This design comes from an exercise in tuning for small area and a short achievable clock period on the open sky130 flow, not from production work. Function was not checked in any run shown here: the RTL went through the layout flow alone. Power figures rest on the tool's default switching activity, not on a simulated workload.

$ cat design.v
`default_nettype none
package fp16_pkg;
    typedef struct packed {
        logic       sign;
        logic [4:0] exp;         
        logic [9:0] frac;        
    } fp16_t;
    typedef struct packed {
        logic is_nan;
        logic is_inf;
        logic is_zero;
    } fp16_class_t;
endpackage
`default_nettype wire
`default_nettype none
package fma_pkg;
    typedef struct packed {
        logic       sign;
        logic [4:0] exp;
        logic [9:0] frac;
    } fp16_t;
    typedef struct packed {
        logic is_nan;
        logic is_inf;
        logic is_zero;
    } fp16_class_t;
    typedef enum logic [1:0] {PROD_NONE, PROD_NAN, PROD_INF, PROD_ZERO} prod_special_t;
    typedef enum logic [1:0] {SPEC_NAN, SPEC_INF, SPEC_PASS_C} special_kind_t;
    typedef struct packed {
        logic signed [6:0]     exp_sum;      
        logic                  sign;         
        logic [10:0]           sig_a;        
        logic [10:0]           sig_b;
        fp16_class_t           c_class;
        fp16_t                 c;
        prod_special_t         prod_special;
    } unpacked_t;
    typedef struct packed {
        logic signed [6:0] exp;              
        logic              sign;
        logic [47:0]       mag;              
        logic              special;
    } sum_t;
    typedef struct packed {
        logic [30:0]   pad;
        special_kind_t kind;
        logic [4:0]    exp;                  
        logic [9:0]    frac;
    } special_payload_t;
endpackage
`default_nettype wire
`default_nettype none
module fp16_unpack (
    input  logic [10:0] sig,
    output logic [3:0]  lz,
    output logic [9:0]  frac
);
    logic [10:0] norm;
    always_comb begin
        lz = '0;
        for (int i = 0; i < 11; i++) begin
            if (sig[i]) begin
                lz = 4'(10 - i);
            end
        end
        norm = sig << lz;
        frac = norm[9:0];
    end
endmodule
`default_nettype wire
module fma_mul_tree (
    input  logic [9:0]  fa,
    input  logic [9:0]  fb,
    output logic [21:0] r0,
    output logic [21:0] r1
);
    logic t1, t2, t3, t4, t5, t6, t7, t8, t9, t10, t11, t12, t13, t14, t15, t16, t17, t18, t19, t20, t21, t22, t23, t24, t25, t26, t27, t28, t29, t30, t31, t32, t33, t34, t35, t36, t37, t38, t39, t40, t41, t42, t43, t44, t45, t46, t47, t48, t49, t50, t51, t52, t53, t54, t55, t56, t57, t58, t59, t60, t61, t62, t63, t64, t65, t66, t67, t68, t69, t70, t71, t72, t73, t74, t75, t76, t77, t78, t79, t80, t81, t82, t83, t84, t85, t86, t87, t88, t89, t90, t91, t92, t93, t94, t95, t96, t97, t98, t99, t100, t101, t102, t103, t104, t105, t106, t107, t108, t109, t110, t111, t112, t113, t114, t115, t116, t117, t118, t119, t120, t121, t122, t123, t124, t125, t126, t127, t128, t129, t130, t131, t132, t133, t134, t135, t136, t137, t138, t139, t140, t141, t142, t143, t144, t145, t146, t147, t148, t149, t150, t151, t152, t153, t154, t155, t156, t157, t158, t159, t160, t161, t162, t163, t164, t165, t166, t167, t168, t169, t170, t171, t172, t173, t174, t175, t176, t177, t178, t179, t180;
    assign {t2, t1} = (fa[0] & fb[9]) + (fa[1] & fb[8]);
    assign {t4, t3} = (fa[1] & fb[9]) + (fa[2] & fb[8]) + (fa[3] & fb[7]);
    assign {t6, t5} = (fa[4] & fb[6]) + (fa[5] & fb[5]);
    assign {t8, t7} = (fa[2] & fb[9]) + (fa[3] & fb[8]) + (fa[4] & fb[7]);
    assign {t10, t9} = (fa[5] & fb[6]) + (fa[6] & fb[5]);
    assign {t12, t11} = (fa[3] & fb[9]) + (fa[4] & fb[8]) + (fa[5] & fb[7]);
    assign {t14, t13} = (fa[0] & fb[6]) + (fa[1] & fb[5]);
    assign {t16, t15} = (fa[0] & fb[7]) + (fa[1] & fb[6]) + (fa[2] & fb[5]);
    assign {t18, t17} = (fa[3] & fb[4]) + (fa[4] & fb[3]);
    assign {t20, t19} = (fa[0] & fb[8]) + (fa[1] & fb[7]) + (fa[2] & fb[6]);
    assign {t22, t21} = (fa[3] & fb[5]) + (fa[4] & fb[4]) + (fa[5] & fb[3]);
    assign {t24, t23} = (fa[6] & fb[2]) + (fa[7] & fb[1]);
    assign {t26, t25} = (fa[2] & fb[7]) + (fa[3] & fb[6]) + (fa[4] & fb[5]);
    assign {t28, t27} = (fa[5] & fb[4]) + (fa[6] & fb[3]) + (fa[7] & fb[2]);
    assign {t30, t29} = (fa[8] & fb[1]) + (fa[9] & fb[0]) + t1;
    assign {t32, t31} = (fa[6] & fb[4]) + (fa[7] & fb[3]) + (fa[8] & fb[2]);
    assign {t34, t33} = (fa[9] & fb[1]) + fa[0] + fb[0];
    assign {t36, t35} = t3 + t5 + t2;
    assign {t38, t37} = (fa[7] & fb[4]) + (fa[8] & fb[3]) + (fa[9] & fb[2]);
    assign {t40, t39} = fa[1] + fb[1] + t7;
    assign {t42, t41} = t9 + t4 + t6;
    assign {t44, t43} = (fa[6] & fb[6]) + (fa[7] & fb[5]) + (fa[8] & fb[4]);
    assign {t46, t45} = (fa[9] & fb[3]) + fa[2] + fb[2];
    assign {t48, t47} = t11 + t8 + t10;
    assign {t50, t49} = (fa[4] & fb[9]) + (fa[5] & fb[8]) + (fa[6] & fb[7]);
    assign {t52, t51} = (fa[7] & fb[6]) + (fa[8] & fb[5]) + (fa[9] & fb[4]);
    assign {t54, t53} = fa[3] + fb[3] + t12;
    assign {t56, t55} = (fa[5] & fb[9]) + (fa[6] & fb[8]) + (fa[7] & fb[7]);
    assign {t58, t57} = (fa[8] & fb[6]) + (fa[9] & fb[5]) + fa[4];
    assign {t60, t59} = (fa[6] & fb[9]) + (fa[7] & fb[8]) + (fa[8] & fb[7]);
    assign {t62, t61} = (fa[0] & fb[4]) + (fa[1] & fb[3]);
    assign {t64, t63} = (fa[0] & fb[5]) + (fa[1] & fb[4]) + (fa[2] & fb[3]);
    assign {t66, t65} = (fa[3] & fb[2]) + (fa[4] & fb[1]);
    assign {t68, t67} = (fa[2] & fb[4]) + (fa[3] & fb[3]) + (fa[4] & fb[2]);
    assign {t70, t69} = (fa[5] & fb[1]) + (fa[6] & fb[0]) + t13;
    assign {t72, t71} = (fa[5] & fb[2]) + (fa[6] & fb[1]) + (fa[7] & fb[0]);
    assign {t74, t73} = t15 + t17 + t14;
    assign {t76, t75} = (fa[8] & fb[0]) + t19 + t21;
    assign {t78, t77} = t23 + t16 + t18;
    assign {t80, t79} = t25 + t27 + t29;
    assign {t82, t81} = t20 + t22 + t24;
    assign {t84, t83} = t31 + t33 + t35;
    assign {t86, t85} = t26 + t28 + t30;
    assign {t88, t87} = t37 + t39 + t41;
    assign {t90, t89} = t32 + t34 + t36;
    assign {t92, t91} = t43 + t45 + t47;
    assign {t94, t93} = t38 + t40 + t42;
    assign {t96, t95} = t49 + t51 + t53;
    assign {t98, t97} = t44 + t46 + t48;
    assign {t100, t99} = fb[4] + t55 + t57;
    assign {t102, t101} = t50 + t52 + t54;
    assign {t104, t103} = (fa[9] & fb[6]) + fa[5] + fb[5];
    assign {t106, t105} = t59 + t56 + t58;
    assign {t108, t107} = (fa[7] & fb[9]) + (fa[8] & fb[8]) + (fa[9] & fb[7]);
    assign {t110, t109} = fa[6] + fb[6] + t60;
    assign {t112, t111} = (fa[8] & fb[9]) + (fa[9] & fb[8]) + fa[7];
    assign {t114, t113} = (fa[0] & fb[3]) + (fa[1] & fb[2]);
    assign {t116, t115} = (fa[2] & fb[2]) + (fa[3] & fb[1]) + (fa[4] & fb[0]);
    assign {t118, t117} = (fa[5] & fb[0]) + t63 + t65;
    assign {t120, t119} = t67 + t69 + t64;
    assign {t122, t121} = t71 + t73 + t68;
    assign {t124, t123} = t75 + t77 + t72;
    assign {t126, t125} = t79 + t81 + t76;
    assign {t128, t127} = t83 + t85 + t80;
    assign {t130, t129} = t87 + t89 + t84;
    assign {t132, t131} = t91 + t93 + t88;
    assign {t134, t133} = t95 + t97 + t92;
    assign {t136, t135} = t99 + t101 + t96;
    assign {t138, t137} = t103 + t105 + t100;
    assign {t140, t139} = t107 + t109 + t104;
    assign {t142, t141} = fb[7] + t111 + t108;
    assign {t144, t143} = (fa[9] & fb[9]) + fa[8] + fb[8];
    assign {t146, t145} = (fa[0] & fb[2]) + (fa[1] & fb[1]);
    assign {t148, t147} = (fa[2] & fb[1]) + (fa[3] & fb[0]) + t113;
    assign {t150, t149} = t61 + t115 + t114;
    assign {t152, t151} = t62 + t117 + t116;
    assign {t154, t153} = t66 + t119 + t118;
    assign {t156, t155} = t70 + t121 + t120;
    assign {t158, t157} = t74 + t123 + t122;
    assign {t160, t159} = t78 + t125 + t124;
    assign {t162, t161} = t82 + t127 + t126;
    assign {t164, t163} = t86 + t129 + t128;
    assign {t166, t165} = t90 + t131 + t130;
    assign {t168, t167} = t94 + t133 + t132;
    assign {t170, t169} = t98 + t135 + t134;
    assign {t172, t171} = t102 + t137 + t136;
    assign {t174, t173} = t106 + t139 + t138;
    assign {t176, t175} = t110 + t141 + t140;
    assign {t178, t177} = t112 + t143 + t142;
    assign {t180, t179} = fa[9] + fb[9] + t144;
    assign r0[0] = (fa[0] & fb[0]);
    assign r1[0] = '0;
    assign r0[1] = (fa[0] & fb[1]);
    assign r1[1] = (fa[1] & fb[0]);
    assign r0[2] = (fa[2] & fb[0]);
    assign r1[2] = t145;
    assign r0[3] = t147;
    assign r1[3] = t146;
    assign r0[4] = t149;
    assign r1[4] = t148;
    assign r0[5] = t151;
    assign r1[5] = t150;
    assign r0[6] = t153;
    assign r1[6] = t152;
    assign r0[7] = t155;
    assign r1[7] = t154;
    assign r0[8] = t157;
    assign r1[8] = t156;
    assign r0[9] = t159;
    assign r1[9] = t158;
    assign r0[10] = t161;
    assign r1[10] = t160;
    assign r0[11] = t163;
    assign r1[11] = t162;
    assign r0[12] = t165;
    assign r1[12] = t164;
    assign r0[13] = t167;
    assign r1[13] = t166;
    assign r0[14] = t169;
    assign r1[14] = t168;
    assign r0[15] = t171;
    assign r1[15] = t170;
    assign r0[16] = t173;
    assign r1[16] = t172;
    assign r0[17] = t175;
    assign r1[17] = t174;
    assign r0[18] = t177;
    assign r1[18] = t176;
    assign r0[19] = t179;
    assign r1[19] = t178;
    assign r0[20] = 1'b1;
    assign r1[20] = t180;
    assign r0[21] = '0;
    assign r1[21] = '0;
endmodule
`default_nettype none
module fma_normalize_pack (
    input  logic [25:0] x,
    output logic [4:0]  lead
);
    always_comb begin
        lead = '0;
        for (int i = 0; i < 26; i++) begin
            if (x[i]) begin
                lead = 5'(i);
            end
        end
    end
endmodule
`default_nettype wire
`timescale 1ns/1ns
`default_nettype none
module fp16_fma_top (
    input  logic        clk,
    input  logic        rst_n,
    input  logic        in_valid,
    input  logic [15:0] a,
    input  logic [15:0] b,
    input  logic [15:0] c,
    output logic [15:0] result,
    output logic        out_valid
);
    logic        a_sub, b_sub, c_sub;
    logic        a_nan, a_inf, a_zero, b_nan, b_inf, b_zero, c_nan, c_inf, c_zero;
    logic        prod_nan, prod_inf, prod_zero;
    logic [3:0]  lz_a, lz_b, lz_c;
    logic [9:0]  fa_n, fb_n, fc_n;
    logic [5:0]  xa, xb, xc;
    fp16_unpack u_na (.sig({~a_sub, a[9:0]}), .lz(lz_a), .frac(fa_n));
    fp16_unpack u_nb (.sig({~b_sub, b[9:0]}), .lz(lz_b), .frac(fb_n));
    fp16_unpack u_nc (.sig({~c_sub, c[9:0]}), .lz(lz_c), .frac(fc_n));
    always_comb begin
        a_sub  = a[14:10] == '0;
        b_sub  = b[14:10] == '0;
        c_sub  = c[14:10] == '0;
        a_nan  = (&a[14:10]) & (|a[9:0]);
        a_inf  = (&a[14:10]) & ~(|a[9:0]);
        a_zero = a_sub & ~(|a[9:0]);
        b_nan  = (&b[14:10]) & (|b[9:0]);
        b_inf  = (&b[14:10]) & ~(|b[9:0]);
        b_zero = b_sub & ~(|b[9:0]);
        c_nan  = (&c[14:10]) & (|c[9:0]);
        c_inf  = (&c[14:10]) & ~(|c[9:0]);
        c_zero = c_sub & ~(|c[9:0]);
        prod_nan  = a_nan | b_nan | (a_inf & b_zero) | (a_zero & b_inf);
        prod_inf  = ~prod_nan & (a_inf | b_inf);
        prod_zero = a_zero | b_zero;
        xa = a_sub ? 6'(6'd1 - 6'(lz_a)) : {1'b0, a[14:10]};
        xb = b_sub ? 6'(6'd1 - 6'(lz_b)) : {1'b0, b[14:10]};
        xc = c_sub ? 6'(6'd1 - 6'(lz_c)) : {1'b0, c[14:10]};
    end
    logic [9:0]  s2_fa, s2_fb, s2_fc;
    logic [5:0]  s2_xa, s2_xb, s2_xc;
    logic        s2_cz, s2_sp, s2_sc, s2_nan, s2_inf, s2_pc;
    always_ff @(posedge clk) begin
        s2_fa  <= fa_n;
        s2_fb  <= fb_n;
        s2_fc  <= fc_n;
        s2_xa  <= xa;
        s2_xb  <= xb;
        s2_xc  <= xc;
        s2_cz  <= c_zero;
        s2_sp  <= a[15] ^ b[15];
        s2_sc  <= c[15];
        s2_nan <= prod_nan | c_nan | (prod_inf & c_inf & (a[15] ^ b[15] ^ c[15]));
        s2_inf <= prod_inf;
        s2_pc  <= c_inf | prod_zero;
    end
    logic [21:0] t_r0, t_r1;
    logic [7:0]  d;
    fma_mul_tree u_tree (.fa(s2_fa), .fb(s2_fb), .r0(t_r0), .r1(t_r1));
    always_comb begin
        d = 8'(signed'(s2_xa)) + 8'(signed'(s2_xb)) - 8'd14 - 8'(signed'(s2_xc));
    end
    logic [21:0] s3_r0, s3_r1;
    logic [9:0]  s3_fc;
    logic [7:0]  s3_d;
    logic [5:0]  s3_xc;
    logic        s3_cz, s3_sp, s3_sc, s3_nan, s3_inf, s3_pc;
    always_ff @(posedge clk) begin
        s3_r0  <= t_r0;
        s3_r1  <= t_r1;
        s3_fc  <= s2_fc;
        s3_d   <= d;
        s3_xc  <= s2_xc;
        s3_cz  <= s2_cz;
        s3_sp  <= s2_sp;
        s3_sc  <= s2_sc;
        s3_nan <= s2_nan;
        s3_inf <= s2_inf;
        s3_pc  <= s2_pc;
    end
    logic [21:0]       prod;
    logic signed [7:0] sd;
    logic              p21, mant_ge, pb;
    logic [7:0]        ad;
    logic [4:0]        shc, sidx;
    logic              st_en;
    logic [6:0]        ep;
    always_comb begin
        prod    = s3_r0 + s3_r1;
        p21     = prod[21];
        sd      = signed'(s3_d);
        mant_ge = p21 ? (prod[20:11] >= s3_fc) : (prod[19:10] >= s3_fc);
        pb      = ~s3_pc & (s3_cz | (p21 ? ((sd > 0) | ((sd == 0) & mant_ge))
                                         : ((sd > 1) | ((sd == 1) & mant_ge))));
        ad      = (sd >= 1) ? 8'(sd + 8'sd1) : 8'(8'sd1 - sd);
        shc     = (ad > 8'd25) ? 5'd25 : ad[4:0];
        sidx    = (ad > 8'd25) ? 5'd22 : 5'(ad[4:0] - 5'd3);
        st_en   = ((sd >= 2) & (sd <= 8'sd47 - 8'(p21))) |
                  ((sd <= -2) & (sd >= -8'sd45 - 8'(p21)));
        ep      = 7'(signed'(s3_xc)) + 7'(s3_d);
    end
    logic [21:0] s4_prod;
    logic [9:0]  s4_fc;
    logic [4:0]  s4_shc, s4_sidx;
    logic [6:0]  s4_ep;
    logic [5:0]  s4_xc;
    logic        s4_pb, s4_deq1, s4_st_en;
    logic        s4_cz, s4_sp, s4_sc, s4_nan, s4_inf, s4_pc;
    always_ff @(posedge clk) begin
        s4_prod  <= prod;
        s4_fc    <= s3_fc;
        s4_shc   <= shc;
        s4_sidx  <= sidx;
        s4_ep    <= ep;
        s4_xc    <= s3_xc;
        s4_pb    <= pb;
        s4_deq1  <= sd == 1;
        s4_st_en <= st_en;
        s4_cz    <= s3_cz;
        s4_sp    <= s3_sp;
        s4_sc    <= s3_sc;
        s4_nan   <= s3_nan;
        s4_inf   <= s3_inf;
        s4_pc    <= s3_pc;
    end
    logic [21:0] c_frame, big;
    logic [22:0] sml;
    logic [22:0] po;
    logic [4:0]  shamt;
    logic [24:0] s_win;
    logic        sticky;
    always_comb begin
        c_frame = s4_cz ? 22'b0 : {1'b1, s4_fc, 11'b0};
        big     = s4_pb ? s4_prod : c_frame;
        if (s4_pc) begin
            sml = '0;
        end else if (s4_pb) begin
            sml = {c_frame, 1'b0};
        end else begin
            sml = {s4_prod, 1'b0};
        end
        shamt   = s4_deq1 ? {2'b0, s4_pb, 1'b0} : s4_shc;
        s_win   = {sml, 2'b0} >> shamt;
        po[0]   = sml[0];
        for (int k = 1; k < 23; k++) begin
            po[k] = po[k-1] | sml[k];
        end
        sticky  = s4_st_en & po[s4_sidx];
    end
    logic [21:0] s5_big;
    logic [24:0] s5_small;
    logic        s5_sticky;
    logic [6:0]  s5_e;
    logic        s5_sign, s5_sub, s5_nan, s5_inf;
    always_ff @(posedge clk) begin
        s5_big    <= big;
        s5_small  <= s_win;
        s5_sticky <= sticky;
        s5_e      <= s4_pb ? s4_ep : 7'(signed'(s4_xc));
        s5_sign   <= (s4_inf | s4_pb) ? s4_sp : s4_sc;
        s5_sub    <= ~s4_pc & (s4_sp ^ s4_sc);
        s5_nan    <= s4_nan;
        s5_inf    <= s4_inf;
    end
    logic [25:0] fsum;
    always_comb begin
        if (s5_sub) begin
            fsum = {1'b0, s5_big, 3'b0} - {s5_small, s5_sticky};
        end else begin
            fsum = {1'b0, s5_big, 3'b0} + {s5_small, s5_sticky};
        end
    end
    logic [25:0] s6_f;
    logic [6:0]  s6_e;
    logic        s6_sign, s6_sub, s6_nan, s6_inf;
    always_ff @(posedge clk) begin
        s6_f    <= fsum;
        s6_e    <= s5_e;
        s6_sign <= s5_sign;
        s6_sub  <= s5_sub;
        s6_nan  <= s5_nan;
        s6_inf  <= s5_inf;
    end
    logic [4:0]        lead;
    logic signed [7:0] en;
    logic signed [7:0] sube, lim_sub, lim_ovf;
    logic [25:0]       above_sub, from_ovf;
    logic              ovf, subn, fzero;
    logic [5:0]        nsh;
    logic [4:0]        exp_r;
    fma_normalize_pack u_lead (.x(s6_f), .lead(lead));
    always_comb begin
        lim_sub = signed'(8'd24 - 8'(signed'(s6_e)));
        lim_ovf = signed'(8'd55 - 8'(signed'(s6_e)));
        for (int i = 0; i < 26; i++) begin
            above_sub[i] = signed'(8'(i)) > lim_sub;
            from_ovf[i]  = signed'(8'(i)) >= lim_ovf;
        end
        subn  = ~|(s6_f & above_sub);
        ovf   = |(s6_f & from_ovf);
        en    = signed'(8'(signed'(s6_e)) + 8'(lead) - 8'd24);
        fzero = s6_f == '0;
        sube  = signed'(8'd25 - 8'(signed'(s6_e)));
        nsh   = subn ? ((sube > 8'sd36) ? 6'd36 : sube[5:0]) : 6'(lead);
        exp_r = (subn | fzero) ? 5'd0 : en[4:0];
    end
    logic [25:0] s7_f;
    logic [5:0]  s7_nsh;
    logic [4:0]  s7_exp;
    logic        s7_sign, s7_ovf, s7_nan;
    always_ff @(posedge clk) begin
        s7_f    <= s6_f;
        s7_nsh  <= nsh;
        s7_exp  <= exp_r;
        s7_sign <= s6_inf ? s6_sign : (s6_sign & ~(fzero & s6_sub));
        s7_ovf  <= s6_inf | (ovf & ~fzero);
        s7_nan  <= s6_nan;
    end
    logic [35:0] win;
    logic [15:0] packed_res;
    always_comb begin
        win = {s7_f, 10'b0} >> s7_nsh;
        if (s7_nan) begin
            packed_res = 16'h7e00;
        end else if (s7_ovf) begin
            packed_res = {s7_sign, 5'h1f, 10'b0};
        end else begin
            packed_res = {s7_sign, s7_exp, win[9:0]};
        end
    end
    always_ff @(posedge clk) begin
        result <= packed_res;
    end
    logic [6:0] vld;
    always_ff @(posedge clk or negedge rst_n) begin
        if (!rst_n) begin
            vld <= '0;
        end else begin
            vld <= {vld[5:0], in_valid};
        end
    end
    assign out_valid = vld[6];
endmodule
`default_nettype wire
$ cat constraint.sdc
create_clock -name core_clock -period 8.0 [get_ports {clk}]
set_input_delay 1.6000 -clock core_clock [delete_from_list [all_inputs] [get_ports {clk}]]
set_output_delay 1.6000 -clock core_clock [all_outputs]
set_load 0.01 [all_outputs]
$ cat config.mk
export PLATFORM = sky130hd
export DESIGN_NAME = fp16_fma_top
export DESIGN_NICKNAME = fp16_fma_top
export VERILOG_FILES = /design/flow/design.v
export SDC_FILE = /design/flow/constraint.sdc
export NUM_CORES = 4
export LEC_CHECK = 0
export CAP_MARGIN = 20
export CORE_MARGIN = 2
export CORE_UTILIZATION = 40
export SETUP_SLACK_MARGIN = 4.0
export SLEW_MARGIN = 20
$ cat run.sh
#!/bin/bash
# synth_recipe.tcl (not shown) runs the flow's synth.tcl, then flattens the netlist and writes it again
# the make line also repeats each setting of config.mk as NAME=value (left out here)
make -C /OpenROAD-flow-scripts/flow DESIGN_CONFIG=/design/flow/config.mk WORK_HOME=/design/flow/orfs CLKGATE_MAP_FILE= SYNTH_SCRIPT=/design/flow/synth_recipe.tcl finish
==> results.txt, run 1 <==
Synth area leaders dfxtp_1, ha_1, fa_1; most used flip-flop cell after synthesis dfxtp_1; worst endpoint required time 8.44 ns; die height 234 um; Hold Path Class reg -> reg; Max-slew headroom roughly 28%; Gate Count Post-Synth 2424; Least-Margin Pin Slew approximately 1.1 ns; Root Driver clkbuf_16; met2 routed WL around 27000 um; Routed met1 length 25100 um; Slew Viols, Final 0; max frequency 257 MHz; Clk Latency, worst-skew pair 0.56 ns; FF/Latch Area ~0.0070 mm2; Hold Violations, Final 0; FILL cells 5180; grt ovf 0; row count 84; DRT iter0 DRCs 1279; number of synthesized flops with an enable pin 0; largest net degree at the start of global routing 59; Final period util 48.6%; largest area contributor in the netlist dfxtp_1; Synthesized Nets 2714; via count 17200; maximum vdd drop 158 uV; vias in the first global route 16800; top cell type's share of synthesized area between 30% and 40%; deepest clock path buffer count 3; nets 2741; Ports between 60 and 70; post-synthesis sequential area ratio 32.9%; die width between 200 and 250 um; total wire length 56800 um; RSZ-0062 raised after global routing true; total global-route track usage between 20% and 30%; CTS H-tree depth 2; first-pass GRT wire length 90300 um; #FFs+latches synth 347; Via density 5.44; layout cells sized above 1 6.70%; dpl hpwl 44200 um; Initial Util roughly 40%; Post-synth top cells dfxtp_1, inv_1, nor2_1; DR WL/cell roughly 18 um; Die ar. 0.0549 mm2; Mean Syn Cell Area 8.75 um2; final setup violation count 0; Pleak 10.4 nW; status complete, no violations; Crit Path Max Fanout 5; multi-input logic area 0.0131 mm2; fin util between 40% and 50%; port buffer count 67; critical path class reg -> reg; number of CTS-inserted buffers 39; ys async rst share 2.02%; DR pass1 iterations 5; Ys Warns 3; clk slew on worst S/H paths ~0.060 ns; # diodes 0; CTS tree done; Unique masters post-synth 90; Final Skew 0.0245 ns; Syn Std Cell Area 0.0212 mm2; DRC 0; Tmin final a little under 4 ns; setup_tns 0 ns; max layer used met4; pwr/cell area 412 mW/mm2; data arrival time of the critical path approximately 4.3 ns; met3 wire len 3080 um; RD Place Congestion 0.914; initial antenna violation count 0; core area 0.0526 mm2; Setup crit start kind register; CTS sink count 347; max_cap viols 0; Worst setup EP type register; cell with the most instances after synthesis dfxtp_1; final antenna-violating net count 0; synthesis-to-layout area growth 12.7%
## flip-flops by register name, summed over array words and instances, names as in the netlist, 8 cells and up
register / flops
result: 16
s3_r1: 20
s4_fc: 10
s4_prod: 22
s7_f: 26
s3_r0: 20
s3_fc: 10
s6_f: 26
s2_fa: 10
s5_small: 25
s3_d: 8
s2_fb: 10
s2_fc: 10
s5_big: 22
## metrics by stage
step	instances	hold slack, ns	worst slack (ns)	total power [mW]	area, um2
2_1_floorplan	2424	0.310	4.30	6.46	21200
3_3_place_gp	3096	0.311	3.61	7.83	22500
3_5_place_dp	3096	0.312	3.56	7.91	22500
4_1_cts	3163	0.323	4.06	9.82	23800
5_1_grt	3165	0.330	3.83	10.6	23900
6_report	3165	0.320	4.12	9.84	23900
## repair_timing
item / CTS / global route
buffers inserted: 0 / 2
hold buffers: 0 / 0
pin swaps: 0 / 3
resized for setup: 4 / 16
endpoints found under the setup margin: 6 / 11
## where the power goes
part           internal [mW]  switching, mW  total [mW]
Clock                   1.12          0.730        1.85
Sequential              2.29          0.671        2.96
Combinational           2.12           2.91        5.04
## critical path, stage by stage (launching register included)
cell      delay, ns
dfxtp_1        0.30
ha_1           0.39
a21o_1         0.15
a21oi_1        0.06
nor2b_1        0.11
o21ai_0        0.10
a21o_1         0.21
a31oi_1        0.38
and2_1         0.20
o21ai_0        0.10
a221oi_1       0.54
ha_1           0.34
o21a_1         0.10
o21ai_0        0.15
a31oi_1        0.07
o21ai_0        0.22
nor4bb_2       0.27
a311oi_1       0.08
## kinds of logic (layout without fill, tap and decap cells)
logic type               Yosys count  count (layout)  share of synthesized area [%]
flip-flops                       347             347                           32.9
multiplexers                     109             109                           5.96
adder cells (fa/ha/maj)          239             239                           17.3
buffers and inverters            325             378                           5.82
XOR/XNOR                          70              70                           2.93
AO/OA/AOI/OAI                    558             558                           17.0
AND/OR/NAND/NOR                  776             776                           18.1
## path summary, 6_finish.rpt
kind,depth (start not counted),endpoint,startpoint,slack [ns]
worst min-delay path,0,s4_prod[0],s3_r0[0],0.32
max in group asynchronous,1,vld[4],rst_n,6.47
worst max-delay path,17,s4_pb,s3_r0[8],4.12
worst min register to register,0,s4_prod[0],s3_r0[0],0.32
min in group asynchronous,1,vld[5],rst_n,1.31
worst max register to register,17,s4_pb,s3_r0[8],4.12
## cell usage in the layout, fill, tap and decap left out, drive strengths merged, types with 11 or more instances in the layout
cell             n
ha             149
o31ai           13
nand2b          37
nor2           213
or2             17
a221oi          11
nand3           49
xor2            18
fa              90
o22ai           13
and3            20
mux2            28
xnor2           52
a21o            32
nand2          177
a211oi          26
nor3            60
nor4            17
buf             14
or3             20
o21bai          13
clkinv          11
mux4            11
o21ai          133
clkbuf          50
clkdlybuf4s50   67
nand3b          11
a21oi          164
a31oi           19
dfxtp          340
inv            230
and2            91
mux2i           70
o211ai          16
nor2b           33
## metal layers
layer	up-vias	track usage, %
li1	8443	-
met1	8200	26.8
met2	490	34.8
met3	97	3.70
met4	0	6.90
met5	-	0
## cell type report
| class | count | share of cell area [%] |
|---|---|---|
| multi-input cells | 1752 | 54.7 |
| repair buffers | 81 | 3.24 |
| flip-flops and latches | 347 | 29.2 |
| clock inverters | 17 | 0.968 |
| clock buffers | 50 | 4.64 |
| well taps | 688 | 3.60 |
| inverters | 230 | 3.61 |
==> inputs of run 2 (changes only) <==
--- a/config.mk
+++ b/config.mk
@@ -10,3 +10,3 @@
 export CORE_UTILIZATION = 40
-export SETUP_SLACK_MARGIN = 4.0
+export SETUP_SLACK_MARGIN = 5.0
 export SLEW_MARGIN = 20
==> run 2 against run 1 <==
Net effect: first-iteration DRC count up 5.6%; design area up 7.6%; largest cell class unchanged; via count up 2.9%; sequential power about the same.
==> results.txt, run 2 <==
largest net degree at the start of global routing 58 (-1.7%); worst endpoint required time 8.45 ns (about the same); Mean Syn Cell Area 8.75 um2 (unchanged); Ports 68 (unchanged); max frequency 282 MHz (+9.4%); largest area contributor in the netlist dfxtp_1; Least-Margin Pin Slew 0.920 ns (-0.159 ns); Via density 5.44 (about the same); global-route met1 utilization 26.5% (-0.29 points); Crit Path Max Fanout 3 (-2); Setup crit start kind register; Initial Util 40.4% (unchanged); initial antenna violation count 2 (+2); Final Skew 0.0222 ns (-0.00229 ns); vias in the first global route 17000 (+1.4%); Slowest-stage cell, CP fa_2; ys async rst share 2.02% (unchanged); hold-fix buffers at CTS 0 (unchanged); data arrival time of the critical path 4.00 ns (-0.32 ns); nets 2830 (+3.2%); Final period util 44.4% (-4.2 points); Hold Worst Slack 0.316 ns (-0.00370 ns); Slew Viols, Final 0 (unchanged); die width 234 um (unchanged); FILL cells 5002 (-3.4%); most frequent cells in the layout dfxtp_1, inv_1, nor2_1; Synth area leaders dfxtp_1, ha_1, fa_1; grt ovf 0 (unchanged); CTS tree done; Hold Path Class reg -> reg; DR WL/cell 17.8 um (-1.0%); total global-route track usage 20.6% (-0.037 points); Cells after DPL 3092 (-0.13%); maximum vdd drop 199 uV (+26%); commonest non-fill, non-tap cell in the layout dfxtp_1; most used flip-flop cell after synthesis dfxtp_1; GR Util met3 3.90% (+0.21 points); Root Driver clkbuf_16; top cell type's share of synthesized area 32.1% (unchanged); DRT iter0 DRCs 1351 (+5.6%); Unique masters post-synth 90 (unchanged); RD Place Congestion 0.900 (-1.6%); clk slew on worst S/H paths 0.06 ns (about the same); Worst setup EP type register; CP Cell Sequence ha_4 > inv_2 > fa_2 > nor2b_4 > o2111ai_2 > nand3_2 > o21a_1 > o21ai_2 > a21boi_2 > o21ai_1 > nand2_1 > nand2_1 > ha_1 > nand2b_4 > a21o_1 > a21oi_2 > nor2b_1 > o211ai_1 > a21oi_2 > o211ai_1 > a31o_2 > a311oi_1; via count 17700 (+2.9%); PnR Total Power 10.5 mW (+7.2%); first-pass GRT wire length 90200 um (-0.16%); fin util 49.0% (+3.5 points); most used routing layer met2; FF/Latch Area 0.00707 mm2 (+1.2%); critical path class reg -> reg; port buffer count 67 (unchanged); #FFs+latches synth 347 (unchanged); number of CTS-inserted buffers 40 (+2.6%); RSZ-0062 raised after global routing true; final antenna-violating net count 0 (unchanged); Gate Count Post-Synth 2424 (unchanged); Tmin final 3.55 ns (-0.333 ns); setup_tns 0 ns (unchanged); multi-input logic area 0.0140 mm2 (+7.1%); Max-slew headroom 38.5% (+11 points); Finished Layout Cells 3259 (+3.0%); deepest clock path buffer count 3 (unchanged); number of synthesized flops with an enable pin 0 (unchanged); synthesis-to-layout area growth 21.3%; Hold Violations, Final 0 (unchanged); met2 Use GR 35.0% (+0.29 points); Clk Latency, worst-skew pair 0.57 ns (about the same); final setup violation count 0 (unchanged); DR pass1 iterations 5 (unchanged); die height 234 um (unchanged); Buf/Inv on CP 1 (+1); Die ar. 0.0549 mm2 (unchanged); total wire length 57900 um (+1.9%); pwr/cell area 410 mW/mm2 (-0.43%); CTS H-tree depth 2 (unchanged); row count 84 (unchanged); CTS sink count 347 (unchanged); Post-synth top cells dfxtp_1, inv_1, nor2_1; Ys Warns 3 (unchanged); max_cap viols 0 (unchanged); status complete, no violations; Crit path largest cell delay 0.35 ns (-0.19 ns); DRC 0 (unchanged); dpl hpwl 43000 um (-2.8%); CP top delay family compound AO/OA/AOI/OAI gates; layout cells sized above 1 17.8% (+11 points); Pleak 11.2 nW (+7.1%); post-synthesis sequential area ratio 32.9% (unchanged); biggest regs s6_f x26, s7_f x26, s5_small x25; Syn Std Cell Area 0.0212 mm2 (unchanged); cell with the most instances after synthesis dfxtp_1; Synthesized Nets 2714 (unchanged); core area 0.0526 mm2 (unchanged)
-- run 2: cell counts after synthesis --
No cell type changed its count.
-- run 2: layout make-up --
class	count	area share [%]
Tap cell	688	3.34
Inverter	230	3.54
Sequential cell	347	27.5
Clock inverter	20	1.05
Multi-Input combinational cell	1752	54.4
Antenna cell	1	0.00972
Timing Repair Buffer	169	5.84
Clock buffer	52	4.30
-- run 2: repair_timing --
action                     in CTS  in global routing
buffers inserted               51                 43
setup endpoints to repair      98                 82
pin swaps                      49                 83
resized for setup             160                168
-- run 2: kinds of logic (layout without fill, tap and decap cells) --
group / count (synthesis) / after routing / synth area share [%]
AO/OA/AOI/OAI: 558 / 558 / 17.0
XOR/XNOR: 70 / 70 / 2.93
adder cells (fa/ha/maj): 239 / 239 / 17.3
buffers and inverters: 325 / 471 / 5.82
flip-flops: 347 / 347 / 32.9
multiplexers: 109 / 109 / 5.96
other: 0 / 1 / 0
AND/OR/NAND/NOR: 776 / 776 / 18.1
-- run 2: final timing paths --
path	depth (start not counted)	slack, ns	from	end
hold / removal	0	0.32	s3_r0[0]	s4_prod[0]
hold reg to reg	0	0.32	s3_r0[0]	s4_prod[0]
setup reg to reg	22	4.45	s3_r0[1]	s4_pb
min in group asynchronous	1	1.28	rst_n	vld[6]
max in group asynchronous	1	6.49	rst_n	vld[1]
setup / recovery	22	4.45	s3_r0[1]	s4_pb
-- run 2: per-layer routing --
| metal | part of all wire, % | routed length [um] | vias up |
|---|---|---|---|
| met5 | 0.019 | 11 | - |
| met4 | 3.0 | 1730 | 2 |
| li1 | - | - | 8625 |
| met1 | 44 | 25300 | 8484 |
| met2 | 48 | 27600 | 510 |
| met3 | 5.6 | 3250 | 112 |
-- run 2: power by group --
part / internal (mW) / total [mW] / switching (mW) / leakage, nW
sequential: 2.30 / 2.95 / 0.649 / 2.93
combinational: 2.53 / 5.72 / 3.19 / 7.56
clock: 1.12 / 1.88 / 0.756 / 0.670
total: 5.95 / 10.5 / 4.60 / 11.2
-- run 2: per-stage QoR --
stage / instance area, um2 / setup slack (ns)
after floorplan: 21500 / 4.74
after global placement: 22700 / 3.67
after detailed placement: 22700 / 3.60
after CTS: 24800 / 4.41
after global routing: 25700 / 4.22
final: 25700 / 4.45
==> inputs of run 3 (changes only) <==
--- a/design.v
+++ b/design.v
@@ -311,20 +311,12 @@
     logic signed [7:0] sd;
-    logic              p21, mant_ge, pb;
     logic [7:0]        ad;
     logic [4:0]        shc, sidx;
-    logic              st_en;
     logic [6:0]        ep;
     always_comb begin
-        prod    = s3_r0 + s3_r1;
-        p21     = prod[21];
-        sd      = signed'(s3_d);
-        mant_ge = p21 ? (prod[20:11] >= s3_fc) : (prod[19:10] >= s3_fc);
-        pb      = ~s3_pc & (s3_cz | (p21 ? ((sd > 0) | ((sd == 0) & mant_ge))
-                                         : ((sd > 1) | ((sd == 1) & mant_ge))));
-        ad      = (sd >= 1) ? 8'(sd + 8'sd1) : 8'(8'sd1 - sd);
-        shc     = (ad > 8'd25) ? 5'd25 : ad[4:0];
-        sidx    = (ad > 8'd25) ? 5'd22 : 5'(ad[4:0] - 5'd3);
-        st_en   = ((sd >= 2) & (sd <= 8'sd47 - 8'(p21))) |
-                  ((sd <= -2) & (sd >= -8'sd45 - 8'(p21)));
-        ep      = 7'(signed'(s3_xc)) + 7'(s3_d);
+        prod = s3_r0 + s3_r1;
+        sd   = signed'(s3_d);
+        ad   = (sd >= 1) ? 8'(sd + 8'sd1) : 8'(8'sd1 - sd);
+        shc  = (ad > 8'd25) ? 5'd25 : ad[4:0];
+        sidx = (ad > 8'd25) ? 5'd22 : 5'(ad[4:0] - 5'd3);
+        ep   = 7'(signed'(s3_xc)) + 7'(s3_d);
     end
@@ -335,33 +327,40 @@
     logic [5:0]  s4_xc;
-    logic        s4_pb, s4_deq1, s4_st_en;
+    logic        s4_dgt1, s4_deq1, s4_deq0, s4_st_en0, s4_st_en1;
     logic        s4_cz, s4_sp, s4_sc, s4_nan, s4_inf, s4_pc;
     always_ff @(posedge clk) begin
-        s4_prod  <= prod;
-        s4_fc    <= s3_fc;
-        s4_shc   <= shc;
-        s4_sidx  <= sidx;
-        s4_ep    <= ep;
-        s4_xc    <= s3_xc;
-        s4_pb    <= pb;
-        s4_deq1  <= sd == 1;
-        s4_st_en <= st_en;
-        s4_cz    <= s3_cz;
-        s4_sp    <= s3_sp;
-        s4_sc    <= s3_sc;
-        s4_nan   <= s3_nan;
-        s4_inf   <= s3_inf;
-        s4_pc    <= s3_pc;
+        s4_prod   <= prod;
+        s4_fc     <= s3_fc;
+        s4_shc    <= shc;
+        s4_sidx   <= sidx;
+        s4_ep     <= ep;
+        s4_xc     <= s3_xc;
+        s4_dgt1   <= sd > 8'sd1;
+        s4_deq1   <= sd == 8'sd1;
+        s4_deq0   <= sd == 8'sd0;
+        s4_st_en0 <= ((sd >= 8'sd2) & (sd <= 8'sd47)) | ((sd <= -8'sd2) & (sd >= -8'sd45));
+        s4_st_en1 <= ((sd >= 8'sd2) & (sd <= 8'sd46)) | ((sd <= -8'sd2) & (sd >= -8'sd46));
+        s4_cz     <= s3_cz;
+        s4_sp     <= s3_sp;
+        s4_sc     <= s3_sc;
+        s4_nan    <= s3_nan;
+        s4_inf    <= s3_inf;
+        s4_pc     <= s3_pc;
     end
+    logic        p21, mant_ge, pb, st_en;
+    logic [9:0]  pm;
     logic [21:0] c_frame, big;
     logic [22:0] sml;
-    logic [22:0] po;
     logic [4:0]  shamt;
-    logic [24:0] s_win;
-    logic        sticky;
     always_comb begin
+        p21     = s4_prod[21];
+        pm      = p21 ? s4_prod[20:11] : s4_prod[19:10];
+        mant_ge = pm >= s4_fc;
+        pb      = ~s4_pc & (s4_cz | s4_dgt1 | (s4_deq1 & (p21 | mant_ge)) |
+                            (s4_deq0 & p21 & mant_ge));
+        st_en   = p21 ? s4_st_en1 : s4_st_en0;
         c_frame = s4_cz ? 22'b0 : {1'b1, s4_fc, 11'b0};
-        big     = s4_pb ? s4_prod : c_frame;
+        big     = pb ? s4_prod : c_frame;
         if (s4_pc) begin
             sml = '0;
-        end else if (s4_pb) begin
+        end else if (pb) begin
             sml = {c_frame, 1'b0};
@@ -370,13 +369,8 @@
         end
-        shamt   = s4_deq1 ? {2'b0, s4_pb, 1'b0} : s4_shc;
-        s_win   = {sml, 2'b0} >> shamt;
-        po[0]   = sml[0];
-        for (int k = 1; k < 23; k++) begin
-            po[k] = po[k-1] | sml[k];
-        end
-        sticky  = s4_st_en & po[s4_sidx];
+        shamt   = s4_deq1 ? {2'b0, pb, 1'b0} : s4_shc;
     end
     logic [21:0] s5_big;
-    logic [24:0] s5_small;
-    logic        s5_sticky;
+    logic [22:0] s5_sml;
+    logic [4:0]  s5_shamt, s5_sidx;
+    logic        s5_st_en;
     logic [6:0]  s5_e;
@@ -384,20 +378,26 @@
     always_ff @(posedge clk) begin
-        s5_big    <= big;
-        s5_small  <= s_win;
-        s5_sticky <= sticky;
-        s5_e      <= s4_pb ? s4_ep : 7'(signed'(s4_xc));
-        s5_sign   <= (s4_inf | s4_pb) ? s4_sp : s4_sc;
-        s5_sub    <= ~s4_pc & (s4_sp ^ s4_sc);
-        s5_nan    <= s4_nan;
-        s5_inf    <= s4_inf;
+        s5_big   <= big;
+        s5_sml   <= sml;
+        s5_shamt <= shamt;
+        s5_sidx  <= s4_sidx;
+        s5_st_en <= st_en;
+        s5_e     <= pb ? s4_ep : 7'(signed'(s4_xc));
+        s5_sign  <= (s4_inf | pb) ? s4_sp : s4_sc;
+        s5_sub   <= ~s4_pc & (s4_sp ^ s4_sc);
+        s5_nan   <= s4_nan;
+        s5_inf   <= s4_inf;
     end
-    logic [25:0] fsum;
+    logic [22:0] po;
+    logic [24:0] s_win;
+    logic        sticky;
     always_comb begin
-        if (s5_sub) begin
-            fsum = {1'b0, s5_big, 3'b0} - {s5_small, s5_sticky};
-        end else begin
-            fsum = {1'b0, s5_big, 3'b0} + {s5_small, s5_sticky};
+        s_win  = {s5_sml, 2'b0} >> s5_shamt;
+        po[0]  = s5_sml[0];
+        for (int k = 1; k < 23; k++) begin
+            po[k] = po[k-1] | s5_sml[k];
         end
+        sticky = s5_st_en & po[s5_sidx];
     end
-    logic [25:0] s6_f;
+    logic [21:0] s6_big;
+    logic [25:0] s6_small;
     logic [6:0]  s6_e;
@@ -405,8 +405,24 @@
     always_ff @(posedge clk) begin
-        s6_f    <= fsum;
-        s6_e    <= s5_e;
-        s6_sign <= s5_sign;
-        s6_sub  <= s5_sub;
-        s6_nan  <= s5_nan;
-        s6_inf  <= s5_inf;
+        s6_big   <= s5_big;
+        s6_small <= {s_win, sticky} ^ {26{s5_sub}};
+        s6_e     <= s5_e;
+        s6_sign  <= s5_sign;
+        s6_sub   <= s5_sub;
+        s6_nan   <= s5_nan;
+        s6_inf   <= s5_inf;
+    end
+    logic [25:0] fsum;
+    always_comb begin
+        fsum = {1'b0, s6_big, 3'b0} + s6_small + 26'(s6_sub);
+    end
+    logic [25:0] s7_f;
+    logic [6:0]  s7_e;
+    logic        s7_sign, s7_sub, s7_nan, s7_inf;
+    always_ff @(posedge clk) begin
+        s7_f    <= fsum;
+        s7_e    <= s6_e;
+        s7_sign <= s6_sign;
+        s7_sub  <= s6_sub;
+        s7_nan  <= s6_nan;
+        s7_inf  <= s6_inf;
     end
@@ -419,6 +435,6 @@
     logic [4:0]        exp_r;
-    fma_normalize_pack u_lead (.x(s6_f), .lead(lead));
+    fma_normalize_pack u_lead (.x(s7_f), .lead(lead));
     always_comb begin
-        lim_sub = signed'(8'd24 - 8'(signed'(s6_e)));
-        lim_ovf = signed'(8'd55 - 8'(signed'(s6_e)));
+        lim_sub = signed'(8'd24 - 8'(signed'(s7_e)));
+        lim_ovf = signed'(8'd55 - 8'(signed'(s7_e)));
         for (int i = 0; i < 26; i++) begin
@@ -427,7 +443,7 @@
         end
-        subn  = ~|(s6_f & above_sub);
-        ovf   = |(s6_f & from_ovf);
-        en    = signed'(8'(signed'(s6_e)) + 8'(lead) - 8'd24);
-        fzero = s6_f == '0;
-        sube  = signed'(8'd25 - 8'(signed'(s6_e)));
+        subn  = ~|(s7_f & above_sub);
+        ovf   = |(s7_f & from_ovf);
+        en    = signed'(8'(signed'(s7_e)) + 8'(lead) - 8'd24);
+        fzero = s7_f == '0;
+        sube  = signed'(8'd25 - 8'(signed'(s7_e)));
         nsh   = subn ? ((sube > 8'sd36) ? 6'd36 : sube[5:0]) : 6'(lead);
@@ -435,13 +451,13 @@
     end
-    logic [25:0] s7_f;
-    logic [5:0]  s7_nsh;
-    logic [4:0]  s7_exp;
-    logic        s7_sign, s7_ovf, s7_nan;
-    always_ff @(posedge clk) begin
-        s7_f    <= s6_f;
-        s7_nsh  <= nsh;
-        s7_exp  <= exp_r;
-        s7_sign <= s6_inf ? s6_sign : (s6_sign & ~(fzero & s6_sub));
-        s7_ovf  <= s6_inf | (ovf & ~fzero);
-        s7_nan  <= s6_nan;
+    logic [25:0] s8_f;
+    logic [5:0]  s8_nsh;
+    logic [4:0]  s8_exp;
+    logic        s8_sign, s8_ovf, s8_nan;
+    always_ff @(posedge clk) begin
+        s8_f    <= s7_f;
+        s8_nsh  <= nsh;
+        s8_exp  <= exp_r;
+        s8_sign <= s7_inf ? s7_sign : (s7_sign & ~(fzero & s7_sub));
+        s8_ovf  <= s7_inf | (ovf & ~fzero);
+        s8_nan  <= s7_nan;
     end
@@ -450,9 +466,9 @@
     always_comb begin
-        win = {s7_f, 10'b0} >> s7_nsh;
-        if (s7_nan) begin
+        win = {s8_f, 10'b0} >> s8_nsh;
+        if (s8_nan) begin
             packed_res = 16'h7e00;
-        end else if (s7_ovf) begin
-            packed_res = {s7_sign, 5'h1f, 10'b0};
+        end else if (s8_ovf) begin
+            packed_res = {s8_sign, 5'h1f, 10'b0};
         end else begin
-            packed_res = {s7_sign, s7_exp, win[9:0]};
+            packed_res = {s8_sign, s8_exp, win[9:0]};
         end
@@ -462,3 +478,3 @@
     end
-    logic [6:0] vld;
+    logic [7:0] vld;
     always_ff @(posedge clk or negedge rst_n) begin
@@ -467,6 +483,6 @@
         end else begin
-            vld <= {vld[5:0], in_valid};
+            vld <= {vld[6:0], in_valid};
         end
     end
-    assign out_valid = vld[6];
+    assign out_valid = vld[7];
 endmodule
==> run 3 against run 2 <==
Net effect: routed wire length fell by 3.6%; sequential share of layout area rose by 4.2 points; critical path depth shrank 13; synthesized cell count fell by 6.6%; clock power up 15%; clock-buffer cell count increased by 6; worst hold slack barely moved; die area grew 2.9%; critical path type unchanged; sequential cell count up 69; sequential power increased by 18%; combinational power shrank 14%; final cell count fell by 2.7%.
==> results.txt, run 3 <==
Final Skew 0.0504 ns (+0.0282 ns); Mean Syn Cell Area 9.64 um2 (+10%); CTS sink count 416 (+20%); Final WS setup 4.83 ns (+0.386 ns); Root Driver clkbuf_16; synthesis-to-layout area growth 22.0%; Final period util 39.6% (-4.8 points); row count 85 (+1.2%); Post-synth top cells dfxtp_1, inv_1, nor2_1; Syn Std Cell Area 0.0218 mm2 (+3.0%); final antenna-violating net count 0 (unchanged); Synth area leaders dfxtp_1, fa_1, ha_1; top cell type's share of synthesized area 37.4% (+5.3 points); Ports 68 (unchanged); CTS tree done; hold-fix buffers at CTS 0 (unchanged); Die ar. 0.0565 mm2 (+2.9%); setup_tns 0 ns (unchanged); nets 2694 (-4.8%); Hold Path Class reg -> reg; initial antenna violation count 0 (-2); Slew Viols, Final 0 (unchanged); Initial Util 40.5% (+0.14 points); total global-route track usage 19.5% (-1.2 points); Gate Count Post-Synth 2265 (-6.6%); Worst setup EP type register; largest area contributor in the netlist dfxtp_1; max_cap viols 0 (unchanged); commonest non-fill, non-tap cell in the layout dfxtp_1; DR pass1 iterations 5 (unchanged); # diodes 0 (-1); layout cells sized above 1 20.2% (+2.4 points); Synthesized Nets 2521 (-7.1%); Tmin final 3.17 ns (-0.386 ns); deepest clock path buffer count 3 (unchanged); most frequent cells in the layout dfxtp_1, inv_1, nor2_1; dpl hpwl 40200 um (-6.6%); DR WL/cell 17.6 um (-0.96%); Setup crit start kind register; Crit Path Max Fanout 4 (+1); port buffer count 67 (unchanged); core area 0.0539 mm2 (+2.6%); final setup violation count 0 (unchanged); Pleak 11.7 nW (+4.8%); Unique masters post-synth 97 (+7.8%); total wire length 55800 um (-3.6%); cell with the most instances after synthesis dfxtp_1; ys async rst share 1.92% (-0.094 points); number of CTS-inserted buffers 46 (+15%); first-pass GRT wire length 88600 um (-1.8%); DP Worst Slack 3.93 ns (+0.321 ns); vias in the first global route 16600 (-2.4%); DRT iter0 DRCs 1008 (-25%); status complete, no violations; CTS H-tree depth 2 (unchanged); worst endpoint required time 8.45 ns (about the same); #FFs+latches synth 416 (+20%); biggest regs s6_small x26, s7_f x26, s8_f x26; Ys Warns 3 (unchanged); maximum vdd drop 165 uV (-17%); largest net degree at the start of global routing 36 (-38%); via count 17000 (-4.3%); DRC 0 (unchanged); RD Place Congestion 0.921 (+2.3%); Max-slew headroom 31.7% (-6.8 points); number of synthesized flops with an enable pin 0 (unchanged); max frequency 316 MHz (+12%); Clk Latency, worst-skew pair 0.60 ns (+0.03 ns); data arrival time of the critical path 3.62 ns (-0.38 ns); critical path class reg -> reg; die height 238 um (+1.4%); pwr/cell area 396 mW/mm2 (-3.4%); FILL cells 4922 (-1.6%); most used flip-flop cell after synthesis dfxtp_1; PnR Total Power 10.6 mW (about the same); RSZ-0062 raised after global routing true; Hold Violations, Final 0 (unchanged); clk slew on worst S/H paths 0.07 ns (about the same); Least-Margin Pin Slew 1.02 ns (+0.102 ns); die width 238 um (+1.4%); grt ovf 0 (unchanged); post-synthesis sequential area ratio 38.3% (+5.4 points); Via density 5.35 (-1.7%)
run 3: changes by cell type in the layout (fill, tap and decap cells not counted), moves of 18 or more:
cell and delta:
inv_1 -18, nor3_1 -25, ha_1 -26, nand2_1 -51
a21oi_1 -23, nor2_1 -22, mux2_2 +27, dfxtp_1 +71
o21ai_0 -49, buf_4 +30
run 3: area by class of cell:
cell class | instances | area (um2) | area share, %
Clock buffer | 58 | 1310 | 4.91
Clock inverter | 27 | 294 | 1.10
Inverter | 204 | 820 | 3.07
Multi-Input combinational cell | 1577 | 13200 | 49.7
Sequential cell | 416 | 8450 | 31.7
Tap cell | 696 | 871 | 3.27
Timing Repair Buffer | 193 | 1670 | 6.27
run 3: worst max-delay path: stages, from the launching register on:
cell and delay (ns):
dfxtp_4 0.40, inv_8 0.05, nor2_4 0.10, fa_1 0.45, fa_1 0.53, inv_2 0.05
fa_1 0.48, inv_1 0.05, fa_1 0.46, fa_1 0.47
run 3: final timing paths:
check,startpoint,end,slack [ns],depth (start not counted)
worst max-delay path,s2_fa[3],s3_r0[10],4.83,9
worst min-delay path,s5_sign,s6_sign,0.32,0
worst max register to register,s2_fa[3],s3_r0[10],4.83,9
worst min register to register,s5_sign,s6_sign,0.32,0
max in group asynchronous,rst_n,vld[7],6.47,1
min in group asynchronous,rst_n,vld[5],1.28,1
run 3: routing by layer:
metal	vias up	track usage [%]	routed length, um
met5	-	0	0
met4	0	6.58	1740
met1	8108	24.3	23900
met3	129	2.78	2730
met2	503	34.4	27400
li1	8224	-	-
run 3: metrics by stage:
| step | cells | instance area, um2 | hold WS (ns) | util, % |
|---|---|---|---|---|
| finish | 3171 | 26700 | 0.316 | 49.4 |
| global route | 3171 | 26700 | 0.327 | 49.4 |
| CTS | 3112 | 25800 | 0.316 | 47.9 |
| detailed placement | 2958 | 23400 | 0.312 | 43.3 |
| global placement | 2958 | 23400 | 0.311 | 43.3 |
| floorplan | 2265 | 22100 | 0.309 | - |
run 3: cells by family after synthesis:
| kind of cell | count (synthesis) | share of synthesized area (%) |
|---|---|---|
| xor+xnor | 100 | 4.20 |
| compound gates | 470 | 14.6 |
| fa+ha+maj | 205 | 14.8 |
| buf+inv | 280 | 4.93 |
| simple gates | 637 | 14.5 |
| flops | 416 | 38.3 |
| mux | 157 | 8.64 |
run 3: power breakdown:
part | total, mW | internal [mW] | switching, mW
registers | 3.48 | 2.79 | 0.686
logic | 4.92 | 2.28 | 2.64
clock network | 2.16 | 1.28 | 0.879
run 3: what timing repair did:
item / 4_1_cts / 5_1_grt
gates resized for setup: 133 / 130
endpoints found under the setup margin: 139 / 99
pin swaps: 32 / 57
buffers inserted: 64 / 55
cloned: 5 / 4
==> inputs of run 4 (changes only) <==
--- a/config.mk
+++ b/config.mk
@@ -10,3 +10,3 @@
 export CORE_UTILIZATION = 40
-export SETUP_SLACK_MARGIN = 5.0
+export SETUP_SLACK_MARGIN = 4.5
 export SLEW_MARGIN = 20
==> run 4 against run 3 <==
Net effect: critical endpoint unchanged; clock power about the same; power down 3.0%; clock-buffer cell count up 5; largest power group unchanged; first-iteration DRC count down 6.9%; synthesized cell count unchanged; still clean on timing, DRC and antenna; clock skew down 0.023 ns; final cell count down 2.6%; largest cell class unchanged; worst hold slack better by 0.0076 ns.
==> results.txt, run 4 <==
Final Skew 0.0275 ns (-0.0229 ns); status complete, no violations; number of CTS-inserted buffers 45 (-2.2%); #FFs+latches synth 416 (unchanged); commonest non-fill, non-tap cell in the layout dfxtp_1; Syn Std Cell Area 0.0218 mm2 (unchanged); FILL cells 5054 (+2.7%); r2r endpoint s3_r0[10]; Crit Path Max Fanout 6 (+2); CTS H-tree depth 2 (unchanged); worst reg-to-reg path cell count 9 (unchanged); critical path class reg -> reg; die height 238 um (unchanged); pwr/cell area 403 mW/mm2 (+1.9%); worst endpoint required time 8.47 ns (+0.02 ns); initial antenna violation count 0 (unchanged); DR WL/cell 17.1 um (-2.9%); Ports 68 (unchanged); post-synthesis sequential area ratio 38.3% (unchanged); met3 wire len 2310 um (-15%); CTS tree done; via count 16300 (-4.0%); Slew Viols, Final 0 (unchanged); number of synthesized flops with an enable pin 0 (unchanged); biggest regs s6_small x26, s7_f x26, s8_f x26; CTS sink count 416 (unchanged); DR pass1 iterations 7 (+2); Via density 5.27 (-1.5%); Setup crit start kind register; first-pass GRT wire length 84500 um (-4.6%); dpl hpwl 40500 um (+0.86%); deepest clock path buffer count 3 (unchanged); nets 2613 (-3.0%); final setup violation count 0 (unchanged); met2 routed WL 26400 um (-3.9%); Slowest-stage cell, CP fa_2; Max-slew headroom 37.7% (+6.0 points); final antenna-violating net count 0 (unchanged); clk slew on worst S/H paths 0.06 ns (about the same); Root Driver clkbuf_16; largest net degree at the start of global routing 36 (unchanged); largest area contributor in the netlist dfxtp_1; synthesis-to-layout area growth 16.1%; max_cap viols 0 (unchanged); Placed Area 0.0232 mm2 (-0.82%); Final Instance Area 0.0254 mm2 (-4.8%); # diodes 0 (unchanged); DRC 0 (unchanged); PnR Total Power 10.2 mW (-3.0%); top cell type's share of synthesized area 37.4% (unchanged); Die ar. 0.0565 mm2 (unchanged); Hold Path Stages 0 (unchanged); r2r startpoint s2_fa[3]; most used flip-flop cell after synthesis dfxtp_1; die width 238 um (unchanged); total global-route track usage 18.5% (-0.94 points); layout cells sized above 1 12.0% (-8.2 points); Gate Count Post-Synth 2265 (unchanged); setup_tns 0 ns (unchanged); Cells after DPL 2962 (+0.14%); ys async rst share 1.92% (unchanged); Synthesized Nets 2521 (unchanged); Hold Violations, Final 0 (unchanged); Pleak 11.1 nW (-5.4%); data arrival time of the critical path 3.94 ns (+0.32 ns); most frequent cell on the critical path fa_1; CP Cell Sequence clkinvlp_4 > nor2_2 > fa_1 > fa_1 > inv_1 > fa_1 > inv_1 > fa_2 > fa_1; Synth area leaders dfxtp_1, fa_1, ha_1; RD Place Congestion 0.954 (+3.6%); Unique masters post-synth 97 (unchanged); Initial Util 40.5% (unchanged); core area 0.0539 mm2 (unchanged); max frequency 288 MHz (-8.9%); Final period util 43.4% (+3.9 points); Buf/Inv on CP 3 (unchanged); Routed met1 length 22300 um (-6.4%); Hold Path Sink s7_e[2]; Least-Margin Pin Slew 0.933 ns (-0.0894 ns); Tmin final 3.47 ns (+0.309 ns); DRT iter0 DRCs 938 (-6.9%); Post-synth top cells dfxtp_1, inv_1, nor2_1; cell with the most instances after synthesis dfxtp_1; row count 85 (unchanged); maximum vdd drop 177 uV (+7.4%); vias in the first global route 16100 (-3.4%); total wire length 52800 um (-5.4%); Mean Syn Cell Area 9.64 um2 (unchanged); Hold Path Class reg -> reg; Clk Latency, worst-skew pair 0.60 ns (about the same); hold-fix buffers at CTS 0 (unchanged); grt ovf 0 (unchanged); max layer used met4; most frequent cells in the layout dfxtp_1, inv_1, nor2_1; Worst setup EP type register; Finished Layout Cells 3090 (-2.6%); RSZ-0062 raised after global routing true; Hold Crit Start s6_e[2]; Worst R2R Setup Slack 4.53 ns (-0.31 ns); CP top delay family adder cells; port buffer count 67 (unchanged); Crit path largest cell delay 0.56 ns (+0.03 ns); Ys Warns 3 (unchanged)
run 4: what timing repair did:
item	CTS	global route
endpoints found under the hold margin	0	0
gates resized for setup	24	40
setup endpoints to repair	36	41
pin swaps	3	12
buffers inserted	10	34
run 4: worst reg2reg max path, stage by stage, from the launching register on:
cell,delay (ns)
dfxtp_4,0.40
clkinvlp_4,0.20
nor2_2,0.15
fa_1,0.46
fa_1,0.55
inv_1,0.06
fa_1,0.53
inv_1,0.06
fa_2,0.56
fa_1,0.40
run 4: logic make-up after synthesis:
group / after synthesis / share of synthesized area, %
AOI/OAI and AO/OA: 470 / 14.6
xor gates and xnor gates: 100 / 4.20
adders and majority gates: 205 / 14.8
buffers and inverters: 280 / 4.93
DFF: 416 / 38.3
muxes: 157 / 8.64
and+or+nand+nor: 637 / 14.5
run 4: final cells by class:
class / count / area, um2 / share of cell area, %
Timing Repair Buffer: 121 / 1120 / 4.43
Tap cell: 696 / 871 / 3.43
Sequential cell: 416 / 8400 / 33.1
Inverter: 204 / 781 / 3.08
Clock inverter: 21 / 298 / 1.17
Multi-Input combinational cell: 1569 / 12600 / 49.7
Clock buffer: 63 / 1280 / 5.06
run 4: worst max-delay path by stage:
stage	startpoint	to	cells after the start	slack, ns
floorplan	a[11]	s2_xa[3]	6	4.54
global placement	b[10]	s2_xb[3]	8	3.72
CTS	s2_fa[3]	s3_r0[12]	9	4.50
finish	s2_fa[3]	s3_r0[10]	9	4.53
global route	b[4]	s2_nan	10	4.46
detailed placement	b[10]	s2_xb[3]	7	3.73
run 4: power breakdown:
part | internal [mW] | leakage [nW] | total (mW) | switching, mW
combinational | 2.13 | 6.79 | 4.66 | 2.53
clock | 1.27 | 0.757 | 2.13 | 0.862
sequential | 2.78 | 3.51 | 3.45 | 0.666
total | 6.18 | 11.1 | 10.2 | 4.05
run 4: metrics by stage:
| stage | hold WS [ns] | util, % | worst slack (ns) |
|---|---|---|---|
| after CTS | 0.325 | 46.2 | 4.50 |
| final | 0.324 | 47.1 | 4.53 |
| after global routing | 0.329 | 47.1 | 4.46 |
| after floorplan | 0.310 | - | 4.54 |
| after global placement | 0.311 | 43.0 | 3.72 |
| after detailed placement | 0.312 | 43.0 | 3.73 |
run 4: metal layers:
| layer | up-vias | track usage (%) |
|---|---|---|
| li1 | 8024 | - |
| met1 | 7687 | 22.4 |
| met2 | 455 | 33.2 |
| met3 | 112 | 2.38 |
| met4 | 0 | 7.53 |
| met5 | - | 0 |
==> inputs of run 5 (changes only) <==
--- a/config.mk
+++ b/config.mk
@@ -10,3 +10,3 @@
 export CORE_UTILIZATION = 40
-export SETUP_SLACK_MARGIN = 4.5
+export SETUP_SLACK_MARGIN = 4.8
 export SLEW_MARGIN = 20
==> run 5 against run 4 <==
Net effect: still clean; design area rose by 1.4%; combinational power rose by 3%; sequential share of layout area fell by 0.41 points; sequential power barely moved; non-clock buffer count rose by 16; synthesized area did not move; clock power barely moved; clock-buffer cell count fell by 4; critical path type unchanged; largest cell class unchanged.
==> results.txt, run 5 <==
Worst R2R Setup Slack 4.77 ns (+0.24 ns); RD Place Congestion 0.949 (-0.51%); CTS tree done; critical path class reg -> reg; #FFs+latches synth 416 (unchanged); CTS sink count 416 (unchanged); total wire length 55300 um (+4.7%); Final WS setup 4.77 ns (+0.242 ns); Slowest-stage cell, CP fa_1; data arrival time of the critical path 3.68 ns (-0.26 ns); Sw Pwr 4.16 mW (+2.6%); Synth Area in Simple Gates 14.5% (unchanged); maximum vdd drop 159 uV (-10%); largest family of logic cells by synthesized area adder cells; Synth area leaders dfxtp_1, fa_1, ha_1; clk slew on worst S/H paths 0.06 ns (about the same); Via density 5.33 (+1.1%); Hold Path Class reg -> reg; setup_tns 0 ns (unchanged); vias in the first global route 16400 (+2.3%); fin util 47.7% (+0.68 points); Max-slew headroom 31.5% (-6.2 points); cell with the most instances after synthesis dfxtp_1; Hold Violations, Final 0 (unchanged); DRT iter0 DRCs 1174 (+25%); largest net degree at the start of global routing 36 (unchanged); CTS H-tree depth 2 (unchanged); Mean Syn Cell Area 9.64 um2 (unchanged); Gate Count Post-Synth 2265 (unchanged); Syn Std Cell Area 0.0218 mm2 (unchanged); Crit Path Max Fanout 4 (-2); Root Driver clkbuf_16; DR pass1 iterations 5 (-2); Die ar. 0.0565 mm2 (unchanged); logic gate share of total power 46.1% (+0.6 points); CP Cell Sequence buf_6 > inv_4 > nor2_2 > fa_1 > fa_1 > inv_1 > fa_1 > inv_1 > fa_1 > fa_1; die height 238 um (unchanged); most used flip-flop cell after synthesis dfxtp_1; part of the power in registers 33.4% (-0.3 points); worst endpoint required time 8.45 ns (-0.02 ns); top cell type's share of synthesized area 37.4% (unchanged); core area 0.0539 mm2 (unchanged); pwr/cell area 405 mW/mm2 (+0.47%); Pint 6.27 mW (+1.4%); Final Skew 0.0235 ns (-0.00395 ns); Post-synth top cells dfxtp_1, inv_1, nor2_1; Post-Synth Adder-Cell Area 14.8% (unchanged); row count 85 (unchanged); biggest regs s6_small x26, s7_f x26, s8_f x26; most frequent cell on the critical path fa_1; commonest non-fill, non-tap cell in the layout dfxtp_1; Synthesized Nets 2521 (unchanged); synthesis-to-layout area growth 17.8%; grt ovf 0 (unchanged); deepest clock path buffer count 3 (unchanged); most frequent cells in the layout dfxtp_1, inv_1, nor2_1; number of CTS-inserted buffers 43 (-4.4%); die width 238 um (unchanged); Clk Latency, worst-skew pair 0.57 ns (-0.03 ns); Least-Margin Pin Slew 1.03 ns (+0.0924 ns); mux contribution to synthesized area 8.64% (unchanged); Buf/Inv on CP 4 (+1); # diodes 0 (unchanged); Unique masters post-synth 97 (unchanged); Pleak 11.3 nW (+1.9%); layout cells sized above 1 14.5% (+2.5 points); Slew Viols, Final 0 (unchanged); max_cap viols 0 (unchanged); initial antenna violation count 1 (+1); compound-gate portion of the synthesized area 14.6% (unchanged); Ys Warns 3 (unchanged); Final period util 40.4% (-3.0 points); DR WL/cell 17.8 um (+4.3%); number of synthesized flops with an enable pin 0 (unchanged); Tmin final 3.23 ns (-0.242 ns); post-synthesis sequential area ratio 38.3% (unchanged); total global-route track usage 19.5% (+1.0 points); DP Worst Slack 3.98 ns (+0.243 ns); status complete, no violations; first-pass GRT wire length 88300 um (+4.5%); ys async rst share 1.92% (unchanged); max frequency 309 MHz (+7.5%); sw frac 39.9% (+0.28 points); dpl hpwl 42000 um (+3.8%); CP top delay family adder cells; Crit path largest cell delay 0.53 ns (-0.03 ns); Ports 68 (unchanged); via count 16500 (+1.5%); final antenna-violating net count 0 (unchanged); final setup violation count 0 (unchanged); clock share of power 20.5% (-0.3 points); XOR/XNOR share of the synthesized area 4.20% (unchanged); Worst setup EP type register; RSZ-0062 raised after global routing true; Setup crit start kind register; DRC 0 (unchanged); Initial Util 40.5% (unchanged); port buffer count 67 (unchanged); nets 2630 (+0.65%); largest area contributor in the netlist dfxtp_1
==> run 5: cell count changes in the layout (fill, tap and decap cells not counted), moves of 6 or more <==
cell             delta
inv_1               -6
dlymetal6s2s_1      +8
dlygate4sd2_1      +16
clkdlybuf4s50_1    -24
buf_4              +11
==> run 5: final cells by class <==
class                   instances  area, um2
clock inverters                19        328
fillers                      5042      28200
repair buffers                137       1250
inverters                     204        797
well taps                     696        871
flip-flops and latches        416       8410
clock buffers                  59       1220
multi-input cells            1572      12900
==> run 5: path summary, 6_finish.rpt <==
check / start / to / cells past startpoint
min in group asynchronous: rst_n / vld[7] / 1
hold reg to reg: s3_fc[1] / s4_fc[1] / 0
hold / removal: s3_fc[1] / s4_fc[1] / 0
setup reg to reg: s2_fb[9] / s3_r0[10] / 10
max in group asynchronous: rst_n / vld[4] / 1
setup / recovery: s2_fb[9] / s3_r0[10] / 10
==> run 5: cell families after synthesis <==
logic type      after synthesis
mux                         157
fa+ha+maj                   205
compound gates              470
buf+inv                     280
flops                       416
simple gates                637
xor+xnor                    100
==> run 5: power groups by stage <==
stage | combinational [mW] | clock (mW) | sequential (mW)
6_report | 4.81 | 2.14 | 3.48
5_1_grt | 5.33 | 2.29 | 3.57
4_1_cts | 4.65 | 2.20 | 3.49
3_5_place_dp | 4.49 | 0 | 3.52
3_3_place_gp | 4.45 | 0 | 3.52
2_1_floorplan | 3.54 | 0 | 3.11
==> run 5: timing repair <==
action,in CTS,in global routing
setup buffers,38,23
setup endpoints to repair,87,73
pin swaps,26,35
hold buffers,0,0
cloned,2,1
endpoints found under the hold margin,0,0
resized for setup,85,63
==> run 5: routing by layer <==
layer  global-route usage, %  up-vias  share of wire (%)
met5                       0        -                  0
met4                    7.39        0                3.8
met3                    2.91      124                4.4
met2                    34.6      457                 49
met1                    23.9     7881                 42
li1                        -     8063                  -
==> run 5: stage by stage <==
step / total power, mW / instances / hold WS [ns] / area [um2]
2_1_floorplan: 6.65 / 2265 / 0.310 / 21900
3_3_place_gp: 7.97 / 2961 / 0.310 / 23200
3_5_place_dp: 8.01 / 2961 / 0.312 / 23200
4_1_cts: 10.3 / 3079 / 0.325 / 25300
5_1_grt: 11.2 / 3103 / 0.331 / 25700
6_report: 10.4 / 3103 / 0.321 / 25700

-- what the ideal ports hide --
How much do the figures lean on ideal ports? The routed layouts below were timed once more, with nothing changed but the port constraints. Step 1 sets driving cells, clkbuf_16 on the clock port and buf_2 on the other inputs (assumed; they add their load-dependent delay and slew). Step 2 times the ports against the registers' clock, not the clock port: input delays grow and output delays shrink by t, the midpoint of the rising clock arrivals with the driver on. a / b / c = ideal / step 1 / step 2; a / b = the first two.
run | t, ns | setup WS [ns] | worst setup path at the end | clock arrival spread, ns | slew at the worst register clock pin (ns)
run 1 | 0.599 | 4.116 / 4.116 / 3.582 | input to register | 0.025 / 0.025 | 0.06 / 0.06
run 2 | 0.619 | 4.449 / 4.449 / 4.408 | input to register | 0.024 / 0.024 | 0.06 / 0.06
run 3 | 0.631 | 4.835 / 4.835 / 4.406 | input to register | 0.052 / 0.052 | 0.07 / 0.07
run 4 | 0.644 | 4.526 / 4.526 / 3.954 | input to register | 0.032 / 0.032 | 0.06 / 0.06
run 5 | 0.621 | 4.768 / 4.768 / 4.238 | input to register | 0.031 / 0.031 | 0.06 / 0.06
After both steps every run listed still meets setup and hold. The setup slack of run 4, which loses most, moves by 0.000 ns with the drivers and by -0.572 ns with both steps.
